What follows belongs to an exercise in optimizing a design on an open flow for small area, a short achievable clock period and few clock cycles per item; a production flow would make more cautious choices. In this exercise RTL edits were held to simulation tests only and were not proved equivalent to the original.

==> 12-13: inputs <==
// tri_setup_top
module tri_setup_top (
	input  logic          clk100,
	input  logic          rst_n,
	input  logic          next_frame,
	input  logic [71:0]   vtx_data,
	input  logic          vtx_empty,
	input  logic          tri_wait,
	output logic          vtx_pop,
	output logic [125:0]  tri_data,
	output logic          tri_push
);
	localparam int CW  = tri_setup_pkg::COORD_W;     
	localparam int NQ  = tri_setup_pkg::QUOT_BITS;   
	localparam int NR4 = NQ / 2;                     
	localparam int DS  = 1;                          
	localparam int LS  = DS + NR4;                   
	assign vtx_pop = !vtx_empty && !tri_wait && !next_frame && rst_n;
	logic v [0:LS-1];
	always_ff @(posedge clk100 or negedge rst_n)
	begin
		if (!rst_n)
			for (int s = 0; s < LS; s++)
				v[s] <= 1'b0;
		else if (next_frame)
			for (int s = 0; s < LS; s++)
				v[s] <= 1'b0;
		else
		begin
			v[0] <= vtx_pop;
			for (int s = 1; s < LS; s++)
				v[s] <= v[s-1];
		end
	end
	logic [CW-1:0] vx [0:2];
	logic [CW-1:0] vy [0:2];
	always_comb
		for (int i = 0; i < 3; i++)
		begin
			vx[i] = vtx_data[(5-i)*CW +: CW];
			vy[i] = vtx_data[(2-i)*CW +: CW];
		end
	logic [CW-1:0] p_dy  [0:2];
	logic [CW-1:0] p_adx [0:2];
	logic          p_neg [0:2];
	logic          p_le  [0:2];    
	logic          p_row [0:2];    
	for (genvar p = 0; p < 3; p++)
	begin : g_pair
		localparam int I = (p == 2) ? 1 : 0;
		localparam int J = (p == 0) ? 1 : 2;
		logic [CW-1:0] yd_f, yd_b, xd_f, xd_b;
		logic          yge_f, yge_b, xge_f, xge_b;
  ...
clock: 4.5 ns
lec_check: 0
cap_margin: 20
core_margin: 2
core_utilization: 55
setup_slack_margin: 1.0
slew_margin: 20
run.sh (not shown) runs the stock make flow with config.mk's settings and CLKGATE_MAP_FILE= SYNTH_SCRIPT=/design/flow/synth_recipe.tcl, a recipe that flattens the netlist after the stock synthesis.
==> 11-22 (differences from 12-13) <==
--- a/flow/design.v
+++ b/flow/design.v
@@ -19,29 +19,29 @@
 	output logic          tri_push
 );
 	localparam int CW  = tri_setup_pkg::COORD_W;     
 	localparam int NQ  = tri_setup_pkg::QUOT_BITS;   
 	localparam int NR4 = NQ / 2;                     
 	localparam int DS  = 1;                          
 	localparam int LS  = DS + NR4;                   
 	assign vtx_pop = !vtx_empty && !tri_wait && !next_frame && rst_n;
-	logic v [0:LS-1];
+	logic v [0:LS];
 	always_ff @(posedge clk100 or negedge rst_n)
 	begin
 		if (!rst_n)
-			for (int s = 0; s < LS; s++)
+			for (int s = 0; s <= LS; s++)
 				v[s] <= 1'b0;
 		else if (next_frame)
-			for (int s = 0; s < LS; s++)
+			for (int s = 0; s <= LS; s++)
 				v[s] <= 1'b0;
 		else
 		begin
 			v[0] <= vtx_pop;
-			for (int s = 1; s < LS; s++)
+			for (int s = 1; s <= LS; s++)
 				v[s] <= v[s-1];
 		end
 	end
 	logic [CW-1:0] vx [0:2];
 	logic [CW-1:0] vy [0:2];
 	always_comb
 		for (int i = 0; i < 3; i++)
 		begin
@@ -110,153 +110,145 @@
 			h_xtop   = h_xtop   | ({CW{o[k]}} & vx[TOP_V[2*k +: 2]]);
 			h_ytop   = h_ytop   | ({CW{o[k]}} & vy[TOP_V[2*k +: 2]]);
 			h_xright = h_xright | ({CW{o[k]}} & (p_row[TOP_P[2*k +: 2]] ? vx[MID_V[2*k +: 2]] : vx[TOP_V[2*k +: 2]]));
 		end
 	end
 	logic [CW-1:0] xtop [0:LS-1];
 	logic [CW-1:0] xrgt [0:LS-1];
 	logic [CW-1:0] ytop [0:LS-1];
-	logic [CW-1:0] ndy  [0:LS-1][0:2];    
-	logic [CW+1:0] ndy3 [DS:LS-1][0:2];   
+	logic [CW-1:0] dy   [0:LS-1][0:2];
+	logic [CW+1:0] dy3  [DS:LS-1][0:2];   
 	logic          neg  [0:LS-1][0:2];
 	logic [CW-1:0] rem  [0:LS-1][0:2];    
 	logic [NQ-1:0] nq   [0:LS-1][0:2];    
 	logic [NQ-3:0] plow [0:2];           
-	logic [3:0]    gblw [0:2];           
-	logic          nz   [0:2];           
 	always_ff @(posedge clk100)
 	begin
 		xtop[0] <= h_xtop;
 		xrgt[0] <= h_xright;
 		ytop[0] <= h_ytop;
 		for (int e = 0; e < 3; e++)
 		begin
-			ndy[0][e] <= ~e_dy[e];
+			dy[0][e]  <= e_dy[e];
 			neg[0][e] <= e_neg[e];
 			rem[0][e] <= '0;
 			nq[0][e]  <= {e_adx[e], {(NQ-CW){1'b0}}};
 		end
 	end
 	for (genvar s = DS; s < LS; s++)
 	begin : g_stage
 		localparam int K = 2 * (s - DS + 1);              
 		for (genvar e = 0; e < 3; e++)
 		begin : g_div
+			logic [CW+1:0] d3;
 			logic [1:0]    q;
 			logic [CW-1:0] r_new;
 			logic [NQ-1:0] n_new;
-			logic [CW-1:0] d;
-			logic [CW+1:0] nd3;
-			logic [CW+1:0] nd3_reg;
-			assign d = ~ndy[s-1][e];
+			logic [CW+1:0] d3_reg;
 			if (s == DS)
 			begin : g_d3
-				assign nd3_reg = ~({2'b00, d} + {1'b0, d, 1'b0});
-				assign nd3 = (d[CW-1:1] == '0) ? {{CW{1'b1}}, ~d[0], ~d[0]} : '0;
+				assign d3_reg = {2'b00, dy[s-1][e]} + {1'b0, dy[s-1][e], 1'b0};
+				assign d3 = (dy[s-1][e][CW-1:1] == '0) ? {{CW{1'b0}}, dy[s-1][e][0], dy[s-1][e][0]} : '1;
 			end
 			else
 			begin : g_d3r
-				assign nd3     = ndy3[s-1][e];
-				assign nd3_reg = nd3;
+				assign d3     = dy3[s-1][e];
+				assign d3_reg = d3;
 			end
 			r4_step u_step (
 				.rem   (rem[s-1][e]),
 				.bin   (nq[s-1][e][NQ-1 -: 2]),
-				.nd    (ndy[s-1][e]),
-				.nd3   (nd3),
+				.d     (dy[s-1][e]),
+				.d3    (d3),
 				.q     (q),
 				.r_new (r_new)
 			);
 			logic [CW-1:0] r_m;
 			for (genvar b = 0; b < CW; b++)
 			begin : g_rb
 				assign r_m[b] = (b < K) ? r_new[b] : 1'b0;
 			end
 			assign n_new[1:0] = q;
 			for (genvar b = 2; b < NQ; b++)
 			begin : g_nb
 				assign n_new[b] = (b >= K && b < K + NQ - CW) ? 1'b0 : nq[s-1][e][b-2];
 			end
 			if (s == LS - 1)
 			begin : g_pl
-				logic [NQ-3:0] loc;
-				logic [3:0]    grp;
-				for (genvar k = 0; k < 4; k++)
-				begin : g_g
-					assign grp[k] = |nq[s-1][e][5*k +: 5];
-				end
+				logic [NQ-3:0] pl;
 				for (genvar b = 0; b < NQ - 2; b++)
 				begin : g_o
 					if (b % 5 == 0)
 					begin : g_g0
-						assign loc[b] = 1'b0;
+						assign pl[b] = 1'b0;
 					end
 					else
 					begin : g_gn
-						assign loc[b] = loc[b-1] | nq[s-1][e][b-1];
+						assign pl[b] = pl[b-1] | nq[s-1][e][b-1];
 					end
 				end
 				always_ff @(posedge clk100)
-				begin
-					plow[e] <= loc;
-					gblw[e] <= {grp[3], grp[0] | grp[1] | grp[2], grp[0] | grp[1], grp[0]};
-					nz[e]   <= ndy[s-1][e] != '1;
-				end
+					plow[e] <= pl;
 			end
 			always_ff @(posedge clk100)
 			begin
-				ndy[s][e] <= ndy[s-1][e];
-				ndy3[s][e] <= nd3_reg;
+				dy[s][e]  <= dy[s-1][e];
+				dy3[s][e] <= d3_reg;
 				neg[s][e] <= neg[s-1][e];
 				rem[s][e] <= r_m;
 				nq[s][e]  <= n_new;
 			end
 		end
 		always_ff @(posedge clk100)
 		begin
 			xtop[s] <= xtop[s-1];
 			xrgt[s] <= xrgt[s-1];
 			ytop[s] <= ytop[s-1];
 		end
 	end
 	logic [23:0]   slope [0:2];
 	logic [CW-1:0] y_mid, y_bot;
-	logic [CW-3:0] row_mid, row_end;
+	logic [125:0]  res;
 	for (genvar e = 0; e < 3; e++)
 	begin : g_fin
 		logic [NQ-1:0] qv;
 		logic [NQ-1:0] low;      
-		logic [3:0]    gb;       
 		logic          s_neg;
 		assign qv = nq[LS-1][e];
-		assign gb[0] = qv[1] | qv[0];
-		for (genvar j = 1; j < 4; j++)
-		begin : g_gb
-			assign gb[j] = gblw[e][j-1] | qv[1] | qv[0];
-		end
+		logic       q10;
+		logic [3:0] g;           
+		logic [4:0] gb;          
+		assign q10 = qv[1] | qv[0];
+		for (genvar j = 0; j < 4; j++)
+		begin : g_grp
+			assign g[j] = |qv[2+5*j +: 5];
+		end
+		assign gb[0] = q10;
+		assign gb[1] = q10 | g[0];
+		assign gb[2] = q10 | g[0] | g[1];
+		assign gb[3] = q10 | g[0] | g[1] | g[2];
+		assign gb[4] = q10 | g[0] | g[1] | g[2] | g[3];
 		assign low[0] = 1'b0;
 		assign low[1] = qv[0];
 		for (genvar b = 2; b < NQ; b++)
 		begin : g_low
 			assign low[b] = plow[e][b-2] | gb[(b-2)/5];
 		end
-		assign s_neg = neg[LS-1][e] && (gb[3] || gblw[e][3]);
-		assign slope[e] = nz[e] ? {s_neg, s_neg, qv ^ ({NQ{neg[LS-1][e]}} & low)} : 24'd0;
+		assign s_neg = neg[LS-1][e] && gb[4];
+		assign slope[e] = (dy[LS-1][e] == '0) ? 24'd0
+			: {s_neg, s_neg, qv ^ ({NQ{neg[LS-1][e]}} & low)};
 	end
-	assign y_mid = ytop[LS-2] + ~ndy[LS-2][1];
-	assign y_bot = ytop[LS-2] + ~ndy[LS-2][0];
+	assign y_mid = ytop[LS-1] + dy[LS-1][1];
+	assign y_bot = ytop[LS-1] + dy[LS-1][0];
 	always_ff @(posedge clk100)
-	begin
-		row_mid <= y_mid[CW-1:2];
-		row_end <= y_bot[CW-1:2];
-	end
-	assign tri_data = {xtop[LS-1], xrgt[LS-1], ytop[LS-1][CW-1:2], row_mid, row_end,
-		slope[0], slope[1], slope[2]};
-	assign tri_push = v[LS-1];
+		res <= {xtop[LS-1], xrgt[LS-1], ytop[LS-1][CW-1:2], y_mid[CW-1:2], y_bot[CW-1:2],
+			slope[0], slope[1], slope[2]};
+	assign tri_data = res;
+	assign tri_push = v[LS];
 endmodule
 module sub_ge #(
 	parameter int W = 14
 ) (
 	input  logic [W-1:0] a,
 	input  logic [W-1:0] b,
 	output logic         ge,
 	output logic [W-1:0] diff
@@ -285,68 +277,31 @@
 	end
 	assign ge = gt[LV][W-1] | eq[LV][W-1];
 	assign diff[0] = ~eq[0][0];
 	for (genvar i = 1; i < W; i++)
 	begin : g_d
 		assign diff[i] = eq[0][i] ^ gt[LV][i-1] ^ eq[LV][i-1];
 	end
 endmodule
-module sub_ge_n #(
-	parameter int W = 14
-) (
-	input  logic [W-1:0] a,
-	input  logic [W-1:0] nb,
-	output logic         ge,
-	output logic [W-1:0] diff
-);
-	localparam int LV = (W <= 2) ? 1 : (W <= 4) ? 2 : (W <= 8) ? 3 : (W <= 16) ? 4 : 5;
-	logic [W-1:0] gt [0:LV];     
-	logic [W-1:0] eq [0:LV];     
-	assign gt[0] = a & nb;
-	assign eq[0] = a ^ nb;
-	for (genvar l = 0; l < LV; l++)
-	begin : g_lvl
-		for (genvar i = 0; i < W; i++)
-		begin : g_bit
-			if (((i >> l) & 1) == 1)
-			begin : g_cmb
-				localparam int J = ((i >> l) << l) - 1;
-				assign gt[l+1][i] = gt[l][i] | (eq[l][i] & gt[l][J]);
-				assign eq[l+1][i] = eq[l][i] & eq[l][J];
-			end
-			else
-			begin : g_thr
-				assign gt[l+1][i] = gt[l][i];
-				assign eq[l+1][i] = eq[l][i];
-			end
-		end
-	end
-	assign ge = gt[LV][W-1] | eq[LV][W-1];
-	assign diff[0] = ~eq[0][0];
-	for (genvar i = 1; i < W; i++)
-	begin : g_d
-		assign diff[i] = eq[0][i] ^ gt[LV][i-1] ^ eq[LV][i-1];
-	end
-endmodule
 module r4_step (
 	input  logic [11:0] rem,
 	input  logic [1:0]  bin,
-	input  logic [11:0] nd,
-	input  logic [13:0] nd3,
+	input  logic [11:0] d,
+	input  logic [13:0] d3,
 	output logic [1:0]  q,
 	output logic [11:0] r_new
 );
 	logic [13:0] t;
 	logic        c1, c2, c3;
 	logic [13:0] f1, f2, f3;
 	assign t = {rem, bin};
-	sub_ge_n #(.W(14)) u1 (.a(t), .nb({2'b11, nd}),      .ge(c1), .diff(f1));
-	sub_ge_n #(.W(14)) u2 (.a(t), .nb({1'b1, nd, 1'b1}), .ge(c2), .diff(f2));
-	sub_ge_n #(.W(14)) u3 (.a(t), .nb(nd3),              .ge(c3), .diff(f3));
+	sub_ge #(.W(14)) u1 (.a(t), .b({2'b00, d}),       .ge(c1), .diff(f1));
+	sub_ge #(.W(14)) u2 (.a(t), .b({1'b0, d, 1'b0}),  .ge(c2), .diff(f2));
+	sub_ge #(.W(14)) u3 (.a(t), .b(d3),               .ge(c3), .diff(f3));
 	assign q = {c2, c3 | (c1 & !c2)};
 	always_comb
 	begin
 		if (c3)
 			r_new = f3[11:0];
 		else if (c2)
 			r_new = f2[11:0];
 		else if (c1)
CORE_UTILIZATION = 70   (was 55)
SETUP_SLACK_MARGIN = 1.4   (was 1.0)
==> 04-01 (differences from 12-13) <==
--- a/flow/design.v
+++ b/flow/design.v
@@ -17,18 +17,18 @@
 	output logic          vtx_pop,
 	output logic [125:0]  tri_data,
 	output logic          tri_push
 );
 	localparam int CW  = tri_setup_pkg::COORD_W;     
 	localparam int NQ  = tri_setup_pkg::QUOT_BITS;   
 	localparam int NR4 = NQ / 2;                     
 	localparam int DS  = 1;                          
-	localparam int LS  = DS + NR4;                   
-	assign vtx_pop = !vtx_empty && !tri_wait && !next_frame && rst_n;
+	localparam int LS  = DS + NR4 - 1;               
+	assign vtx_pop = !vtx_empty && !tri_wait && !next_frame;    
 	logic v [0:LS-1];
 	always_ff @(posedge clk100 or negedge rst_n)
 	begin
 		if (!rst_n)
 			for (int s = 0; s < LS; s++)
 				v[s] <= 1'b0;
 		else if (next_frame)
 			for (int s = 0; s < LS; s++)
@@ -118,69 +118,101 @@
 	logic [CW-1:0] ndy  [0:LS-1][0:2];    
 	logic [CW+1:0] ndy3 [DS:LS-1][0:2];   
 	logic          neg  [0:LS-1][0:2];
 	logic [CW-1:0] rem  [0:LS-1][0:2];    
 	logic [NQ-1:0] nq   [0:LS-1][0:2];    
 	logic [NQ-3:0] plow [0:2];           
 	logic [3:0]    gblw [0:2];           
 	logic          nz   [0:2];           
+	logic          q10  [0:2];           
 	always_ff @(posedge clk100)
 	begin
 		xtop[0] <= h_xtop;
 		xrgt[0] <= h_xright;
 		ytop[0] <= h_ytop;
 		for (int e = 0; e < 3; e++)
 		begin
 			ndy[0][e] <= ~e_dy[e];
 			neg[0][e] <= e_neg[e];
 			rem[0][e] <= '0;
 			nq[0][e]  <= {e_adx[e], {(NQ-CW){1'b0}}};
 		end
 	end
 	for (genvar s = DS; s < LS; s++)
 	begin : g_stage
-		localparam int K = 2 * (s - DS + 1);              
+		localparam int K = 2 * (s - DS + 2);              
 		for (genvar e = 0; e < 3; e++)
 		begin : g_div
 			logic [1:0]    q;
+			logic          q_nz;
 			logic [CW-1:0] r_new;
 			logic [NQ-1:0] n_new;
 			logic [CW-1:0] d;
 			logic [CW+1:0] nd3;
 			logic [CW+1:0] nd3_reg;
 			assign d = ~ndy[s-1][e];
 			if (s == DS)
-			begin : g_d3
+			begin : g_two
+				logic [1:0]    qa;
+				logic          qa_nz;
+				logic [CW-1:0] ra, ra_m;
+				logic [CW+1:0] nd3a, nd3b;
 				assign nd3_reg = ~({2'b00, d} + {1'b0, d, 1'b0});
-				assign nd3 = (d[CW-1:1] == '0) ? {{CW{1'b1}}, ~d[0], ~d[0]} : '0;
+				assign nd3a = (d[CW-1:1] == '0) ? {{CW{1'b1}}, ~d[0], ~d[0]} : '0;
+				assign nd3b = (d[CW-1:3] == '0) ? ~{9'd0, {2'b00, d[2:0]} + {1'b0, d[2:0], 1'b0}} : '0;
+				r4_step u_sa (
+					.rem   (rem[s-1][e]),
+					.bin   (nq[s-1][e][NQ-1 -: 2]),
+					.nd    (ndy[s-1][e]),
+					.nd3   (nd3a),
+					.q     (qa),
+					.q_nz  (qa_nz),
+					.r_new (ra)
+				);
+				assign ra_m = {{(CW-2){1'b0}}, ra[1:0]};
+				r4_step u_sb (
+					.rem   (ra_m),
+					.bin   (nq[s-1][e][NQ-3 -: 2]),
+					.nd    (ndy[s-1][e]),
+					.nd3   (nd3b),
+					.q     (q),
+					.q_nz  (q_nz),
+					.r_new (r_new)
+				);
+				assign n_new[3:0] = {qa, q};
+				for (genvar b = 4; b < NQ; b++)
+				begin : g_nb
+					assign n_new[b] = (b >= K && b < K + NQ - CW) ? 1'b0 : nq[s-1][e][b-4];
+				end
 			end
 			else
-			begin : g_d3r
+			begin : g_one
 				assign nd3     = ndy3[s-1][e];
 				assign nd3_reg = nd3;
+				r4_step u_step (
+					.rem   (rem[s-1][e]),
+					.bin   (nq[s-1][e][NQ-1 -: 2]),
+					.nd    (ndy[s-1][e]),
+					.nd3   (nd3),
+					.q     (q),
+					.q_nz  (q_nz),
+					.r_new (r_new)
+				);
+				assign n_new[1:0] = q;
+				for (genvar b = 2; b < NQ; b++)
+				begin : g_nb
+					assign n_new[b] = (b >= K && b < K + NQ - CW) ? 1'b0 : nq[s-1][e][b-2];
+				end
 			end
-			r4_step u_step (
-				.rem   (rem[s-1][e]),
-				.bin   (nq[s-1][e][NQ-1 -: 2]),
-				.nd    (ndy[s-1][e]),
-				.nd3   (nd3),
-				.q     (q),
-				.r_new (r_new)
-			);
 			logic [CW-1:0] r_m;
 			for (genvar b = 0; b < CW; b++)
 			begin : g_rb
 				assign r_m[b] = (b < K) ? r_new[b] : 1'b0;
 			end
-			assign n_new[1:0] = q;
-			for (genvar b = 2; b < NQ; b++)
-			begin : g_nb
-				assign n_new[b] = (b >= K && b < K + NQ - CW) ? 1'b0 : nq[s-1][e][b-2];
-			end
 			if (s == LS - 1)
 			begin : g_pl
 				logic [NQ-3:0] loc;
 				logic [3:0]    grp;
 				for (genvar k = 0; k < 4; k++)
 				begin : g_g
 					assign grp[k] = |nq[s-1][e][5*k +: 5];
 				end
@@ -192,19 +224,20 @@
 					end
 					else
 					begin : g_gn
 						assign loc[b] = loc[b-1] | nq[s-1][e][b-1];
 					end
 				end
 				always_ff @(posedge clk100)
 				begin
-					plow[e] <= loc;
-					gblw[e] <= {grp[3], grp[0] | grp[1] | grp[2], grp[0] | grp[1], grp[0]};
+					plow[e] <= {(NQ-2){neg[s-1][e]}} & loc;
+					gblw[e] <= {4{neg[s-1][e]}} & {grp[3], grp[0] | grp[1] | grp[2], grp[0] | grp[1], grp[0]};
 					nz[e]   <= ndy[s-1][e] != '1;
+					q10[e]  <= neg[s-1][e] & q_nz;
 				end
 			end
 			always_ff @(posedge clk100)
 			begin
 				ndy[s][e] <= ndy[s-1][e];
 				ndy3[s][e] <= nd3_reg;
 				neg[s][e] <= neg[s-1][e];
 				rem[s][e] <= r_m;
@@ -219,33 +252,33 @@
 		end
 	end
 	logic [23:0]   slope [0:2];
 	logic [CW-1:0] y_mid, y_bot;
 	logic [CW-3:0] row_mid, row_end;
 	for (genvar e = 0; e < 3; e++)
 	begin : g_fin
 		logic [NQ-1:0] qv;
-		logic [NQ-1:0] low;      
+		logic [NQ-1:0] flip;
 		logic [3:0]    gb;       
 		logic          s_neg;
 		assign qv = nq[LS-1][e];
-		assign gb[0] = qv[1] | qv[0];
+		assign gb[0] = q10[e];
 		for (genvar j = 1; j < 4; j++)
 		begin : g_gb
-			assign gb[j] = gblw[e][j-1] | qv[1] | qv[0];
+			assign gb[j] = gblw[e][j-1] | q10[e];
 		end
-		assign low[0] = 1'b0;
-		assign low[1] = qv[0];
+		assign flip[0] = 1'b0;
+		assign flip[1] = neg[LS-1][e] & qv[0];
 		for (genvar b = 2; b < NQ; b++)
 		begin : g_low
-			assign low[b] = plow[e][b-2] | gb[(b-2)/5];
+			assign flip[b] = plow[e][b-2] | gb[(b-2)/5];
 		end
-		assign s_neg = neg[LS-1][e] && (gb[3] || gblw[e][3]);
-		assign slope[e] = nz[e] ? {s_neg, s_neg, qv ^ ({NQ{neg[LS-1][e]}} & low)} : 24'd0;
+		assign s_neg = gb[3] | gblw[e][3];
+		assign slope[e] = nz[e] ? {s_neg, s_neg, qv ^ flip} : 24'd0;
 	end
 	assign y_mid = ytop[LS-2] + ~ndy[LS-2][1];
 	assign y_bot = ytop[LS-2] + ~ndy[LS-2][0];
 	always_ff @(posedge clk100)
 	begin
 		row_mid <= y_mid[CW-1:2];
 		row_end <= y_bot[CW-1:2];
 	end
@@ -328,26 +361,28 @@
 	end
 endmodule
 module r4_step (
 	input  logic [11:0] rem,
 	input  logic [1:0]  bin,
 	input  logic [11:0] nd,
 	input  logic [13:0] nd3,
 	output logic [1:0]  q,
+	output logic        q_nz,      
 	output logic [11:0] r_new
 );
 	logic [13:0] t;
 	logic        c1, c2, c3;
 	logic [13:0] f1, f2, f3;
 	assign t = {rem, bin};
 	sub_ge_n #(.W(14)) u1 (.a(t), .nb({2'b11, nd}),      .ge(c1), .diff(f1));
 	sub_ge_n #(.W(14)) u2 (.a(t), .nb({1'b1, nd, 1'b1}), .ge(c2), .diff(f2));
 	sub_ge_n #(.W(14)) u3 (.a(t), .nb(nd3),              .ge(c3), .diff(f3));
-	assign q = {c2, c3 | (c1 & !c2)};
+	assign q    = {c2, c3 | (c1 & !c2)};
+	assign q_nz = c1;
 	always_comb
 	begin
 		if (c3)
 			r_new = f3[11:0];
 		else if (c2)
 			r_new = f2[11:0];
 		else if (c1)
 			r_new = f1[11:0];
ABC_AREA = 1   (was unset)
SETUP_SLACK_MARGIN = 1.6   (was 1.0)
==> 03-08 (differences from 12-13) <==
--- a/flow/design.v
+++ b/flow/design.v
@@ -18,17 +18,17 @@
 	output logic [125:0]  tri_data,
 	output logic          tri_push
 );
 	localparam int CW  = tri_setup_pkg::COORD_W;     
 	localparam int NQ  = tri_setup_pkg::QUOT_BITS;   
 	localparam int NR4 = NQ / 2;                     
 	localparam int DS  = 1;                          
 	localparam int LS  = DS + NR4;                   
-	assign vtx_pop = !vtx_empty && !tri_wait && !next_frame && rst_n;
+	assign vtx_pop = !vtx_empty && !tri_wait && !next_frame;    
 	logic v [0:LS-1];
 	always_ff @(posedge clk100 or negedge rst_n)
 	begin
 		if (!rst_n)
 			for (int s = 0; s < LS; s++)
 				v[s] <= 1'b0;
 		else if (next_frame)
 			for (int s = 0; s < LS; s++)
@@ -118,16 +118,17 @@
 	logic [CW-1:0] ndy  [0:LS-1][0:2];    
 	logic [CW+1:0] ndy3 [DS:LS-1][0:2];   
 	logic          neg  [0:LS-1][0:2];
 	logic [CW-1:0] rem  [0:LS-1][0:2];    
 	logic [NQ-1:0] nq   [0:LS-1][0:2];    
 	logic [NQ-3:0] plow [0:2];           
 	logic [3:0]    gblw [0:2];           
 	logic          nz   [0:2];           
+	logic          q10  [0:2];           
 	always_ff @(posedge clk100)
 	begin
 		xtop[0] <= h_xtop;
 		xrgt[0] <= h_xright;
 		ytop[0] <= h_ytop;
 		for (int e = 0; e < 3; e++)
 		begin
 			ndy[0][e] <= ~e_dy[e];
@@ -137,16 +138,17 @@
 		end
 	end
 	for (genvar s = DS; s < LS; s++)
 	begin : g_stage
 		localparam int K = 2 * (s - DS + 1);              
 		for (genvar e = 0; e < 3; e++)
 		begin : g_div
 			logic [1:0]    q;
+			logic          q_nz;
 			logic [CW-1:0] r_new;
 			logic [NQ-1:0] n_new;
 			logic [CW-1:0] d;
 			logic [CW+1:0] nd3;
 			logic [CW+1:0] nd3_reg;
 			assign d = ~ndy[s-1][e];
 			if (s == DS)
 			begin : g_d3
@@ -159,16 +161,17 @@
 				assign nd3_reg = nd3;
 			end
 			r4_step u_step (
 				.rem   (rem[s-1][e]),
 				.bin   (nq[s-1][e][NQ-1 -: 2]),
 				.nd    (ndy[s-1][e]),
 				.nd3   (nd3),
 				.q     (q),
+				.q_nz  (q_nz),
 				.r_new (r_new)
 			);
 			logic [CW-1:0] r_m;
 			for (genvar b = 0; b < CW; b++)
 			begin : g_rb
 				assign r_m[b] = (b < K) ? r_new[b] : 1'b0;
 			end
 			assign n_new[1:0] = q;
@@ -195,16 +198,17 @@
 						assign loc[b] = loc[b-1] | nq[s-1][e][b-1];
 					end
 				end
 				always_ff @(posedge clk100)
 				begin
 					plow[e] <= loc;
 					gblw[e] <= {grp[3], grp[0] | grp[1] | grp[2], grp[0] | grp[1], grp[0]};
 					nz[e]   <= ndy[s-1][e] != '1;
+					q10[e]  <= q_nz;
 				end
 			end
 			always_ff @(posedge clk100)
 			begin
 				ndy[s][e] <= ndy[s-1][e];
 				ndy3[s][e] <= nd3_reg;
 				neg[s][e] <= neg[s-1][e];
 				rem[s][e] <= r_m;
@@ -223,20 +227,20 @@
 	logic [CW-3:0] row_mid, row_end;
 	for (genvar e = 0; e < 3; e++)
 	begin : g_fin
 		logic [NQ-1:0] qv;
 		logic [NQ-1:0] low;      
 		logic [3:0]    gb;       
 		logic          s_neg;
 		assign qv = nq[LS-1][e];
-		assign gb[0] = qv[1] | qv[0];
+		assign gb[0] = q10[e];
 		for (genvar j = 1; j < 4; j++)
 		begin : g_gb
-			assign gb[j] = gblw[e][j-1] | qv[1] | qv[0];
+			assign gb[j] = gblw[e][j-1] | q10[e];
 		end
 		assign low[0] = 1'b0;
 		assign low[1] = qv[0];
 		for (genvar b = 2; b < NQ; b++)
 		begin : g_low
 			assign low[b] = plow[e][b-2] | gb[(b-2)/5];
 		end
 		assign s_neg = neg[LS-1][e] && (gb[3] || gblw[e][3]);
@@ -328,26 +332,28 @@
 	end
 endmodule
 module r4_step (
 	input  logic [11:0] rem,
 	input  logic [1:0]  bin,
 	input  logic [11:0] nd,
 	input  logic [13:0] nd3,
 	output logic [1:0]  q,
+	output logic        q_nz,      
 	output logic [11:0] r_new
 );
 	logic [13:0] t;
 	logic        c1, c2, c3;
 	logic [13:0] f1, f2, f3;
 	assign t = {rem, bin};
 	sub_ge_n #(.W(14)) u1 (.a(t), .nb({2'b11, nd}),      .ge(c1), .diff(f1));
 	sub_ge_n #(.W(14)) u2 (.a(t), .nb({1'b1, nd, 1'b1}), .ge(c2), .diff(f2));
 	sub_ge_n #(.W(14)) u3 (.a(t), .nb(nd3),              .ge(c3), .diff(f3));
-	assign q = {c2, c3 | (c1 & !c2)};
+	assign q    = {c2, c3 | (c1 & !c2)};
+	assign q_nz = c1;
 	always_comb
 	begin
 		if (c3)
 			r_new = f3[11:0];
 		else if (c2)
 			r_new = f2[11:0];
 		else if (c1)
 			r_new = f1[11:0];
ABC_AREA = 1   (was unset)
SETUP_SLACK_MARGIN = 1.6   (was 1.0)
==> comparison <==
12-13 finished clean. 04-01 ran to the end with no violations. 11-22 completed with no timing, DRC or antenna violations. 03-08 completed without violations. Of 04-01 and 11-22, 11-22 has the higher area after synthesis (gap about 1.8%, measured against 11-22). Synthesized cell count: 11-22 is larger than 12-13 (5.1%). Of 04-01 and 12-13, 04-01 has the higher global-route usage (gap 2.8 points). Sequential share of layout area: 12-13 > 11-22 > 03-08 > 04-01.
Testbench counts of 12-13, summed over its fixed seeds: cycles 1,696, items 1,600.
Testbench counts of 11-22, summed over its fixed seeds: cycles 1,704, items 1,600.
Testbench counts of 04-01, summed over its fixed seeds: cycles 1,688, items 1,600.
Testbench counts of 03-08, summed over its fixed seeds: cycles 1,696, items 1,600.

==> port drivers added, routing unchanged <==
Ports are ideal in the flow. The routed layouts listed here were re-timed in OpenROAD. Step 1, drivers: a clkbuf_16 drives clk100 and a buf_2 each remaining input, both assumed. Step 2 also shifts input and output timing later by t, the mid clock arrival at the registers, as if the neighbouring blocks saw the same clock. a / b / c = ideal ports / drivers / drivers and shift; a / b = the first two.
run | shift t [ns] | slack for setup (ns) | hold WS [ns]
12-13 | 0.936 | 1.050 / 0.964 / 0.168 | 0.301 / 0.261 / 0.301
11-22 | 0.949 | 1.036 / 1.036 / 0.447 | 0.236 / 0.196 / 0.255
04-01 | 0.929 | 1.217 / 1.217 / 0.785 | 0.300 / 0.300 / 0.300
03-08 | 0.942 | 1.217 / 1.125 / 0.778 | 0.300 / 0.300 / 0.300
After both steps every run listed still meets setup and hold. For 12-13, which loses most, drivers alone change the setup slack by -0.086 ns; drivers and shift together by -0.882 ns.
